This is an optimization exercise on Yosys and OpenROAD, whose aim is small area, a short achievable clock period and few clock cycles per item, not a production implementation. RTL that was checked went through simulation tests only; none was proved equivalent to the original. Power is estimated from default activity; no workload was simulated.

==> inputs of v25 <==
==> flow/design.v (excerpt) <==
module ble_ad_structure_parser (
   input  logic             clock,
   input  logic             reset,
   input  logic             req_valid,
   output logic             req_stall,
   input  logic [16:0]      req_data,    
   output logic             rsp_valid,
   input  logic             rsp_stall,
   output logic [78:0]      rsp_data,    
   input  logic             csr_valid,
   output logic             csr_ready,
   input  logic [7:0]       csr_data
);
==> flow/config.mk <==
export PLATFORM = sky130hd
export DESIGN_NAME = ble_ad_structure_parser
export DESIGN_NICKNAME = ble_ad_structure_parser
export VERILOG_FILES = /design/flow/design.v
export SDC_FILE = /design/flow/constraint.sdc
export NUM_CORES = 4
export LEC_CHECK = 0
export CAP_MARGIN = 20
export CORE_MARGIN = 2
export CORE_UTILIZATION = 40
export CTS_BUF_LIST = sky130_fd_sc_hd__clkbuf_16
export CTS_CLUSTER_DIAMETER = 100
export CTS_CLUSTER_SIZE = 25
export SETUP_SLACK_MARGIN = 2.8
export SLEW_MARGIN = 20
export SYNTH_HIERARCHICAL = 1
export SYNTH_MINIMUM_KEEP_SIZE = 0
==> flow/constraint.sdc <==
create_clock -name core_clock -period 5.5 [get_ports {clock}]
set_input_delay 1.1000 -clock core_clock [delete_from_list [all_inputs] [get_ports {clock}]]
set_output_delay 1.1000 -clock core_clock [all_outputs]
set_load 0.01 [all_outputs]
standard.sh (not shown) runs the stock make flow with config.mk's settings and CLKGATE_MAP_FILE= SYNTH_SCRIPT=/design/flow/synth_recipe.tcl, a recipe that flattens the netlist after the stock synthesis.
==> flow/flow/run.sh <==
#!/bin/bash
# Standard layout, with the port buffers inserted before placement made of
# sky130_fd_sc_hd__buf_2 cells instead of the buffer buffer_ports picks by
# default, and without the adder-extraction step in synthesis (ABC maps the
# arithmetic as plain gates).
set -euo pipefail
export BUFFER_PORTS_ARGS="-buffer_cell sky130_fd_sc_hd__buf_2"
export ADDER_MAP_FILE=
bash standard.sh > standard_flow.log 2>&1
==> v35 (differences from v25) <==
--- a/flow/design.v
+++ b/flow/design.v
@@ -40,45 +40,38 @@
          8'h0F: type_class = C_RAND;
          8'h10: type_class = C_DEVID;
          8'h19: type_class = C_APPEAR;
          8'hFF: type_class = C_MANUF;
          default: type_class = C_NONE;
       endcase
    endfunction
    function automatic logic lt8(input logic [7:0] a, input logic [7:0] b);
-      logic r;
-      r = 1'b0;
-      for (int i = 0; i < 8; i++) r = (!a[i] && b[i]) || (!(a[i] ^ b[i]) && r);
-      lt8 = r;
+      logic [7:0] g, e;
+      logic [3:0] g2, e2;
+      logic [1:0] g4, e4;
+      g = ~a & b;
+      e = ~(a ^ b);
+      for (int i = 0; i < 4; i++) begin
+         g2[i] = g[2*i+1] | (e[2*i+1] & g[2*i]);
+         e2[i] = e[2*i+1] & e[2*i];
+      end
+      for (int i = 0; i < 2; i++) begin
+         g4[i] = g2[2*i+1] | (e2[2*i+1] & g2[2*i]);
+         e4[i] = e2[2*i+1] & e2[2*i];
+      end
+      lt8 = g4[1] | (e4[1] & g4[0]);
    endfunction
    function automatic logic [7:0] inc8(input logic [7:0] a);
-      logic c;
-      c = 1'b1;
-      for (int i = 0; i < 8; i++) begin
-         inc8[i] = a[i] ^ c;
-         c = c && a[i];
-      end
+      inc8[0] = ~a[0];
+      for (int i = 1; i < 8; i++) inc8[i] = a[i] ^ (&(a | ~((8'd1 << i) - 8'd1)));
    endfunction
    function automatic logic [7:0] dec8(input logic [7:0] a);
-      logic c;
-      c = 1'b1;
-      for (int i = 0; i < 8; i++) begin
-         dec8[i] = a[i] ^ c;
-         c = c && !a[i];
-      end
-   endfunction
-   function automatic logic [8:0] add8(input logic [7:0] a, input logic [7:0] b);
-      logic c;
-      c = 1'b0;
-      for (int i = 0; i < 8; i++) begin
-         add8[i] = a[i] ^ b[i] ^ c;
-         c = (a[i] && b[i]) || (c && (a[i] ^ b[i]));
-      end
-      add8[8] = c;
+      dec8[0] = ~a[0];
+      for (int i = 1; i < 8; i++) dec8[i] = a[i] ^ ~(|(a & ((8'd1 << i) - 8'd1)));
    endfunction
 endpackage
 module bap_front (
    input  logic               clock,
    input  logic               reset,
    input  logic               req_valid,
    output logic               req_stall,
    input  logic [16:0]        req_data,
@@ -86,18 +79,18 @@
    input  logic [7:0]         name_limit,
    output logic               rsp_valid,
    input  logic               rsp_stall,
    output logic [78:0]        rsp_data
 );
    logic full, pop, wide_pend, wide_take, pop_ok, wide_ok, push, wide_push, h_recend;
    bap_pkg::entry_type ent;
    logic [63:0] acc;
-   logic       in_v, in_first, in_lz, in_l1, in_bz, in_dneg, in_known, in_pre, in_nm;
-   logic [7:0] in_b, in_lm1, in_d;
+   logic       in_v, in_first, in_act, in_end, in_s2, in_bz, in_known, in_pre, in_nm;
+   logic [7:0] in_b;
    logic [3:0] in_cls;
    bap_pkg::phase_type phase_ff;
    logic [7:0] offs_ff, rem_ff, pos_ff;
    logic [6:0] cnt_ff;
    logic [1:0] stat_ff;
    logic [3:0] cls_ff;
    logic nz_ff, drec_ff, nmn_ff;
    logic go, accept, wstall, name_ok;
@@ -127,54 +120,64 @@
    assign st_if = in_v && full;
    bap_stall u_stall (.st_reg(st_reg), .st_if(st_if), .rsp_stall(rsp_stall),
                       .req_stall(req_stall));
    assign accept = req_valid && !req_stall;
    assign csr_ready = !in_v;
    assign name_ok = bap_pkg::lt8(pos_ff, name_limit);
    logic [8:0] dfull;
    logic [8:0] dsum;
-   assign dsum = bap_pkg::add8(req_data[8:1], ~req_data[16:9]);
+   assign dsum = {1'b0, req_data[8:1]} + {1'b0, ~req_data[16:9]};
    assign dfull = {!dsum[8], dsum[7:0]};
+   logic [7:0] onext, lin, lm1in;
+   logic act_in, end_in, s2_in;
+   always_comb begin
+      lin = req_data[8:1];
+      lm1in = bap_pkg::dec8(lin);
+      if (!in_v) onext = offs_ff;
+      else if (in_first) onext = {7'd0, in_act};
+      else onext = in_act ? bap_pkg::inc8(offs_ff) : offs_ff;
+      act_in = (lin != 8'd0) && (req_data[0] || bap_pkg::lt8(onext, lin));
+      end_in = (lin != 8'd0) && (req_data[0] ? (lin == 8'd1) : (onext == lm1in));
+      s2_in = dfull[8] || (!req_data[0] && bap_pkg::lt8(dfull[7:0], onext));
+   end
    always_ff @(posedge clock) begin
       if (reset) begin
          in_v <= 1'b0; vnf_ff <= 1'b0;
       end else if (accept) begin
          in_v <= 1'b1; vnf_ff <= !req_data[0];
       end else if (go) begin
          in_v <= 1'b0; vnf_ff <= 1'b0;
       end
    end
    always_ff @(posedge clock) begin
       if (accept) begin
          in_first <= req_data[0];
          in_b <= req_data[16:9];
-         in_lm1 <= bap_pkg::dec8(req_data[8:1]);
-         in_lz <= (req_data[8:1] == 8'd0);
-         in_l1 <= (req_data[8:1] == 8'd1);
+         in_act <= act_in;
+         in_end <= end_in;
          in_bz <= (req_data[16:9] == 8'd0);
-         in_d <= dfull[7:0];
-         in_dneg <= dfull[8];
+         in_s2 <= s2_in;
          in_known <= bap_pkg::type_is_known(req_data[16:9]);
          in_cls <= bap_pkg::type_class(req_data[16:9]);
          in_pre <= !in_v;
          in_nm <= name_ok;
       end
    end
    bap_pkg::phase_type ph;
    logic [7:0] rem, ps;
    logic [6:0] cn, cm1;
    logic [1:0] st;
    logic [3:0] cls;
    logic       act, endb, nm, stop2, is_name, rec, wide, half, drec_n, nmn_n, nz_n;
    logic [3:0] kind, mask;
    always_comb begin
-      act = !in_lz && (in_first || !bap_pkg::lt8(in_lm1, offs_ff));
-      endb = !in_lz && (in_first ? in_l1 : (offs_ff == in_lm1));
-      stop2 = in_dneg || (!in_first && bap_pkg::lt8(in_d, offs_ff));
+      act = in_act;
+      endb = in_end;
+      stop2 = in_s2;
       nm = in_pre ? in_nm : nmn_ff;
       is_name = (cls_ff == bap_pkg::C_SNAME) || (cls_ff == bap_pkg::C_NAME);
       ph = in_first ? bap_pkg::PH_LEN : phase_ff;
       cn = in_first ? 7'd0 : cnt_ff;
       cm1 = 7'(bap_pkg::dec8({1'b0, cnt_ff}));
       rem = rem_ff;
       ps = pos_ff;
       st = stat_ff;
@@ -292,16 +295,18 @@
             phase_ff <= bap_pkg::PH_LEN; offs_ff <= '0; cnt_ff <= '0; nz_ff <= 1'b0;
          end
       end
    end
    always_ff @(posedge clock) begin
       if (go && act) begin
          rem_ff <= rem; pos_ff <= ps; stat_ff <= st; cls_ff <= cls;
          drec_ff <= drec_n; nmn_ff <= nmn_n;
+      end else if (go) begin
+         nmn_ff <= name_ok;
       end
    end
    logic in_data;
    assign in_data = !in_first && (phase_ff == bap_pkg::PH_DATA);
    for (genvar k = 0; k < 8; k++) begin : g_acc
       always_ff @(posedge clock) begin
          if (go && in_data && kw && lane == 3'(k)) acc[8*k +: 8] <= in_b;
       end
- ABC_AREA: default -> 1
- CTS_CLUSTER_SIZE: 25 -> 30
- SETUP_SLACK_MARGIN: 2.8 -> 2.9
==> flow_summary.yaml <==
critical_path:
  cp_num_cells: 5
layout:
  most_common_cell_after_layout_fill_and_taps_aside: "edfxtp_1"
  clock_area_frac: 0.0283
  nNonClkInverters: 38
  multi_input_area_share: 0.378
  regArea_um2: 6030
logic_synthesis:
  synthesis.area_um2: 11100
  synth_register_bits: 211
power:
  combinationalPowerShare: 0.111
sta:
  layout_worst_path_cycle_share: 0.502
min_path:
  hold-path-endpoint: "u_front.cls_ff[2]"
routing:
  total_met2_wirelength_after_detailed_routing_mm: 12.2
clocking:
  cts.repair_timing.setup_buffer_count: 15
floorplan:
  core_area_um2: 27100
status:
  run_status: "finished clean"
That was v25.
==> flow_summary.yaml <==
status:
  run_status: "finished clean"
layout:
  nNonClkInverters: 229
  clock_area_frac: 0.0493
critical_path:
  cp_num_cells: 4
routing:
  total_met2_wirelength_after_detailed_routing_mm: 11.8
logic_synthesis:
  synthesis.area_um2: 10700
sta:
  layout_worst_path_cycle_share: 0.463
min_path:
  hold-path-endpoint: "u_front.nz_ff"
floorplan:
  core_area_um2: 26100
That was v35.
Testbench counts of v35, summed over its fixed seeds: cycles 94,479, bytes 91,371.
Function not checked in v25: the RTL went through the layout flow alone.

==> separate check: timing with driven ports <==
The results above use ideal ports. As a check the final layouts listed here were re-extracted and re-timed, cells and wires unchanged. Step 1, drivers: a clkbuf_16 drives clock and a buf_2 each remaining input, both assumed. Step 2 also shifts input and output timing later by t, the mid clock arrival at the registers, as if the neighbouring blocks saw the same clock. Three values: no drivers, after step 1, after step 2; two values: the first two.
run	t (ns)	setup slack, ns	slew at the worst register clock pin (ns)
v25	0.524	2.740 / 2.692 / 2.403	0.10 / 0.10
v35	0.476	2.953 / 2.916 / 2.541	0.08 / 0.08
After both steps every run listed still meets setup and hold. The setup slack of v35, which loses most, moves by -0.037 ns with the drivers and by -0.412 ns with both steps.
